Context: an optimization exercise on an open-source flow, tuned for small area and few clock cycles. The choices shown serve that exercise and are no tape-out recipe. The RTL was checked by simulation tests, not by an equivalence proof against the original design. No activity file was given, so power comes from the tool's default toggle rates.

Setup of job 1979:
==> flow/design.v <==
module cmap_segment_group_builder (
	input  logic         clk,
	input  logic         arst_n,
	input  logic         s_tvalid,
	output logic         s_tready,
	input  logic [39:0]  s_tdata,    
	input  logic         s_tuser,    
	output logic         m_tvalid,
	input  logic         m_tready,
	output logic [151:0] m_tdata,    
	output logic [1:0]   m_tuser,    
	output logic         m_tlast
);
	localparam int SEG  = 0;
	localparam int SENT = 1;
	localparam int HDR  = 2;
	localparam int GRP  = 3;
	localparam int CNT  = 4;
	logic        iv_q;       
	logic        pend_q;     
	logic        fin_q;      
	logic [20:0] cp_q;
	logic [15:0] gl_q;
	logic        sx_q;       
	logic        gx_q;       
	logic [2:0]  step_q;     
	logic        seg_open_q;
	logic [15:0] seg_first_q;
	logic [15:0] seg_final_q;
	logic [15:0] seg_glyph_q;
	logic [15:0] seg_delta_q;
	logic [14:0] seg_total_q;
	logic        grp_open_q;
	logic [20:0] grp_first_q;
	logic [20:0] grp_final_q;
	logic [15:0] grp_glyph_q;
	logic [20:0] grp_total_q;
	logic [20:0] s_cp;
	logic [15:0] s_gl;
	logic [20:0] cp_inc;
	logic [15:0] gl_inc;
	logic        cp_top;
	logic        gl_top;
	logic        prev_ent;
	logic        prev_bmp;
	logic        prev_fin;
	logic        s_bmp;
	logic        g_hit;
	logic        slow;
	assign s_cp = s_tdata[20:0];
	assign s_gl = s_tdata[36:21];
	always_comb begin
		cp_top = 1'b1;
		for (int i = 0; i < 21; i++) begin
			cp_inc[i] = cp_q[i] ^ cp_top;
			cp_top    = cp_top && cp_q[i];
		end
		gl_top = 1'b1;
		for (int i = 0; i < 16; i++) begin
			gl_inc[i] = gl_q[i] ^ gl_top;
			gl_top    = gl_top && gl_q[i];
		end
	end
	assign prev_ent = !fin_q;
	assign prev_fin = fin_q;
	assign prev_bmp = prev_ent && (cp_q[20:16] == 5'd0);
	assign s_bmp    = (s_cp[20:16] == 5'd0);
	assign g_hit    = prev_ent && !cp_top && !gl_top && (s_cp == cp_inc) && (s_gl == gl_inc);
	assign slow     = s_bmp && !prev_bmp && !prev_fin && seg_open_q;
	logic [15:0] dl;
	logic [15:0] sf_inc;
	logic        sf_top;
	logic        seg_hit;
	logic [16:0] bw;
	logic [15:0] bg;
	logic [15:0] bp;
	assign bg = ~gl_q & cp_q[15:0];
	assign bp = ~gl_q | cp_q[15:0];
	always_comb begin
		bw[0] = 1'b0;
		for (int i = 0; i < 16; i += 2) begin
			bw[i + 1] = bg[i] | (bp[i] & bw[i]);
			bw[i + 2] = bg[i + 1] | (bp[i + 1] & bg[i]) | (bp[i + 1] & bp[i] & bw[i]);
		end
	end
	assign dl = gl_q ^ cp_q[15:0] ^ bw[15:0];
	always_comb begin
		sf_top = 1'b1;
		for (int i = 0; i < 16; i++) begin
			sf_inc[i] = seg_final_q[i] ^ sf_top;
			sf_top    = sf_top && seg_final_q[i];
		end
	end
	assign seg_hit = !sf_top && (gl_q != 16'd0) && (cp_q[15:0] == sf_inc) && (dl == seg_delta_q);
	logic       bmp_q;
	logic [4:0] need;
	logic [4:0] left;
	logic [4:0] after;
	logic [4:0] cur;
	assign bmp_q = (cp_q[20:16] == 5'd0);
	always_comb begin
		need = '0;
		if (fin_q) begin
			need[SEG]  = seg_open_q;
			need[SENT] = !(seg_open_q && (seg_final_q == 16'hFFFF));
			need[HDR]  = 1'b1;
			need[GRP]  = grp_open_q;
			need[CNT]  = 1'b1;
		end else begin
			need[SEG]  = seg_open_q && bmp_q && !sx_q;
			need[GRP]  = grp_open_q && !gx_q;
		end
		for (int i = 0; i < 5; i++) begin
			left[i] = need[i] && (3'(i) >= step_q);
		end
		cur   = left & (~left + 5'd1);
		after = left & ~cur;
	end
	logic ready;
	logic take;
	logic hand;
	logic apply;
	assign ready    = iv_q && !pend_q;
	assign m_tvalid = ready && (left != '0);
	assign hand     = m_tvalid && m_tready;
	assign apply    = ready && ((left == '0) || (hand && (after == '0)));
	assign s_tready = !iv_q || apply;
	assign take     = s_tvalid && s_tready;
	logic [14:0] n;
	logic [14:0] top;
	logic        above;
	logic        low_n;
	logic [3:0]  es;
	logic [15:0] sx2;
	logic [15:0] sr;
	logic [15:0] rs;
	assign n = seg_total_q;
	always_comb begin
		top   = '0;
		above = 1'b0;
		for (int i = 14; i >= 1; i--) begin
			top[i] = n[i] && !above;
			above  = above || n[i];
		end
		es = 4'd0;
		for (int i = 1; i < 15; i++) begin
			if (top[i]) begin
				es = es | 4'(i);
			end
		end
	end
	assign low_n = (n[14:1] == 14'd0);
	assign sx2   = {n, 1'b0};
	assign sr    = {top[14:1], low_n, 1'b0};
	assign rs    = low_n ? {{15{!n[0]}}, 1'b0} : {n & ~top, 1'b0};
	logic [15:0] c_seg;
	logic [15:0] c_sent;
	logic [15:0] c_hdr;
	logic [20:0] c_grp;
	logic [20:0] c_cnt;
	assign c_seg  = {16{cur[SEG]}};
	assign c_sent = {16{cur[SENT]}};
	assign c_hdr  = {16{cur[HDR]}};
	assign c_grp  = {21{cur[GRP]}};
	assign c_cnt  = {21{cur[CNT]}};
	assign m_tdata[20:0]    = {grp_first_q[20:16] & c_grp[4:0],
	                           (seg_first_q & c_seg) | (grp_first_q[15:0] & c_grp[15:0]) | c_sent};
	assign m_tdata[41:21]   = {grp_final_q[20:16] & c_grp[4:0],
	                           (seg_final_q & c_seg) | (grp_final_q[15:0] & c_grp[15:0]) | c_sent};
	assign m_tdata[57:42]   = (seg_glyph_q & c_seg) | (grp_glyph_q & c_grp[15:0]);
	assign m_tdata[73:58]   = (seg_delta_q & c_seg) | {15'd0, cur[SENT]};
	assign m_tdata[89:74]   = sx2 & c_hdr;
	assign m_tdata[105:90]  = sr & c_hdr;
	assign m_tdata[109:106] = es & c_hdr[3:0];
	assign m_tdata[125:110] = rs & c_hdr;
	assign m_tdata[146:126] = grp_total_q & c_cnt;
	assign m_tdata[151:147] = 5'd0;
	assign m_tuser[0]       = cur[GRP] || cur[CNT];
	assign m_tuser[1]       = cur[HDR] || cur[CNT];
	assign m_tlast          = (after == '0);
	logic clear;
	assign clear = fin_q && (apply || !iv_q);
	always_ff @(posedge clk or negedge arst_n) begin
		if (!arst_n) begin
			iv_q  <= 1'b0;
			fin_q <= 1'b1;
		end else begin
			if (take) begin
				iv_q  <= 1'b1;
				fin_q <= s_tuser;
			end else if (apply) begin
				iv_q <= 1'b0;
			end
		end
	end
	always_ff @(posedge clk) begin
		pend_q <= take && slow && !s_tuser;
	end
	always_ff @(posedge clk) begin
		if (apply || !iv_q) begin
			step_q <= '0;
		end else if (hand) begin
			step_q <= (cur[SEG] ? 3'd1 : 3'd0) | (cur[SENT] ? 3'd2 : 3'd0)
				| (cur[HDR] ? 3'd3 : 3'd0) | (cur[GRP] ? 3'd4 : 3'd0);
		end
		if (clear) begin
			seg_open_q  <= 1'b0;
			seg_total_q <= '0;
			grp_open_q  <= 1'b0;
			grp_total_q <= '0;
		end else begin
			if (hand && (cur[SEG] || cur[SENT])) begin
				seg_total_q <= seg_total_q + 15'd1;
			end
			if (hand && cur[GRP]) begin
				grp_total_q <= grp_total_q + 21'd1;
			end
			if (apply) begin
				if (bmp_q) begin
					seg_open_q <= 1'b1;
				end
				grp_open_q <= 1'b1;
			end
		end
	end
	always_ff @(posedge clk) begin
		if (take) begin
			cp_q  <= s_cp;
			gl_q  <= s_gl;
			sx_q  <= prev_bmp && g_hit;
			gx_q  <= g_hit;
		end else if (pend_q) begin
			sx_q  <= seg_hit;
		end
		if (apply && !fin_q) begin
			if (bmp_q) begin
				seg_final_q <= cp_q[15:0];
				if (!sx_q) begin
					seg_first_q <= cp_q[15:0];
					seg_glyph_q <= gl_q;
					seg_delta_q <= dl;
				end
			end
			grp_final_q <= cp_q;
			if (!gx_q) begin
				grp_first_q <= cp_q;
				grp_glyph_q <= gl_q;
			end
		end
	end
endmodule
Settings: LEC_CHECK=0, CAP_MARGIN=20, CORE_MARGIN=2, CORE_UTILIZATION=40, SLEW_MARGIN=20; clock period 6.0 ns.
standard.sh (not shown) runs the stock make flow with config.mk's settings and CLKGATE_MAP_FILE= SYNTH_SCRIPT=/design/flow/synth_recipe.tcl, a recipe that flattens the netlist after the stock synthesis.
==> flow/flow/run.sh <==
#!/bin/bash
# Standard layout (the standard.sh, standard synthesis unchanged), with
# plain buf_1 cells as the port buffers and a clock tree without dummy loads.
set -e
export BUFFER_PORTS_ARGS="-buffer_cell sky130_fd_sc_hd__buf_1"
export CTS_ARGS="-sink_clustering_enable -repair_clock_nets -dont_use_dummy_load -buf_list {sky130_fd_sc_hd__clkbuf_4 sky130_fd_sc_hd__clkbuf_8} -sink_clustering_size 12 -sink_clustering_max_diameter 40"
bash standard.sh > standard.log 2>&1
The flow did not stop early for job 1979: all stages ran, and the layout cleared the timing, DRC and antenna checks.
Testbench counts of job 1979, summed over its fixed seeds: cycles 18,293.
Input changes introduced in job 5971 (baseline for comparison: job 1979):
- CORE_UTILIZATION: 40 -> 65
- PLACE_DENSITY: unset -> 0.75
==> flow/flow/run.sh <==
#!/bin/bash
# Standard layout (the standard.sh, standard synthesis unchanged), with
# plain buf_1 cells as the port buffers and a clock tree without dummy loads.
set -e
export BUFFER_PORTS_ARGS="-buffer_cell sky130_fd_sc_hd__buf_1"
export CTS_ARGS="-sink_clustering_enable -repair_clock_nets -dont_use_dummy_load -root_buf sky130_fd_sc_hd__clkbuf_8 -buf_list sky130_fd_sc_hd__clkbuf_4 -sink_clustering_size 12 -sink_clustering_max_diameter 40"
bash standard.sh > standard.log 2>&1
Findings:
The higher switching share of power of job 5971 and job 1979 is in job 5971.
From job 1979 to job 5971 the numbers moved as follows: combinational share of power saw an increase, area of all placed cells without fillers shows a reduction of about 2.7%, worst-case vdd ir drop went up by 13%, final worst-path cycle share fell 1.6 points, utilization after layout has increased.
Compared with job 1979, in job 5971 final instance count without filler cells decreased 122; wire length decreased about 11%; sequential fraction of total cell area increased 1.3 points.
Input changes introduced in job 6504 (baseline for comparison: job 5971):
- PLACE_DENSITY no longer set, was 0.75
- CORE_UTILIZATION now 40, was 65
==> flow/flow/run.sh <==
#!/bin/bash
# Standard layout (the standard.sh, standard synthesis unchanged), with
# plain buf_1 cells as the port buffers and a clock tree without dummy loads.
set -e
export BUFFER_PORTS_ARGS="-buffer_cell sky130_fd_sc_hd__buf_1"
export CTS_ARGS="-sink_clustering_enable -repair_clock_nets -dont_use_dummy_load -buf_list sky130_fd_sc_hd__clkbuf_8 -sink_clustering_size 16 -sink_clustering_max_diameter 40"
bash standard.sh > standard.log 2>&1
## What came out
Comparing job 6504 and job 5971, cell area is lower on job 5971. Job 6504 was carried through to the last stage, and its layout satisfied the timing, DRC and antenna checks. Relative to job 5971, the minimum period implied by the final worst setup slack of job 6504 is higher by 97 ps. Relative to job 5971, the highest achievable clock rate of job 6504 is lower by about 1.7%. There was hardly any difference in sequential power between job 6504 and job 5971.
#### Input delta (job 9675 over job 6504)
- swapping 40 for 65 in CORE_UTILIZATION
- putting PLACE_DENSITY at 0.75 where nothing was set
==> flow/flow/run.sh <==
#!/bin/bash
# Standard layout (the standard.sh, standard synthesis unchanged), with
# plain buf_1 cells as the port buffers and a clock tree without dummy loads.
set -e
export BUFFER_PORTS_ARGS="-buffer_cell sky130_fd_sc_hd__buf_1"
export CTS_ARGS="-sink_clustering_enable -repair_clock_nets -dont_use_dummy_load -buf_list sky130_fd_sc_hd__clkbuf_4 -sink_clustering_size 12 -sink_clustering_max_diameter 40"
bash standard.sh > standard.log 2>&1
## What came out
Setup slack of the critical path after layout in job 9675 vs job 6504: up 120 ps. Clock latency reported for the late side of the worst-skew pair was lower in the run labelled job 6504. Fraction of power consumed by the clock network is lower on job 9675. Compared with job 6504, in job 9675 first-pass GRT wire length shows a reduction of 3800 um; worst hold slack shrank by 130 ps. Delta (job 9675 minus job 6504): proportion of cell area spent on the clock network fell by 1.8 points; number of buffers created by CTS fell by about 13%.

[what the ideal ports hide]
How much do the figures lean on ideal ports? The routed layouts below were timed once more, with nothing changed but the port constraints. Step 1 assumes that a clkbuf_16 drives the clock port and a buf_2 every other input. Step 2, shift: input delay + t, output delay - t, t = (earliest + latest rising clock arrival at the registers) / 2. This alone moves slack from input paths to output paths. Three values: ideal, step 1, step 2; two values: the first two.
| run | t, ns | slack for setup (ns) | clock arrival spread, ns | worst slew at a driven data input, ns |
|---|---|---|---|---|
| job 1979 | 0.591 | 0.266 / 0.266 / 0.266 | 0.052 / 0.052 | 0.09 |
| job 5971 | 0.544 | 0.364 / 0.363 / 0.363 | 0.051 / 0.051 | 0.04 |
| job 6504 | 0.591 | 0.266 / 0.266 / 0.266 | 0.052 / 0.052 | 0.09 |
| job 9675 | 0.665 | 0.386 / 0.386 / 0.386 | 0.049 / 0.049 | 0.04 |
After both steps setup and hold are still met in every run listed. For job 5971, which loses most, drivers alone change the setup slack by -0.001 ns; drivers and shift together by -0.001 ns.
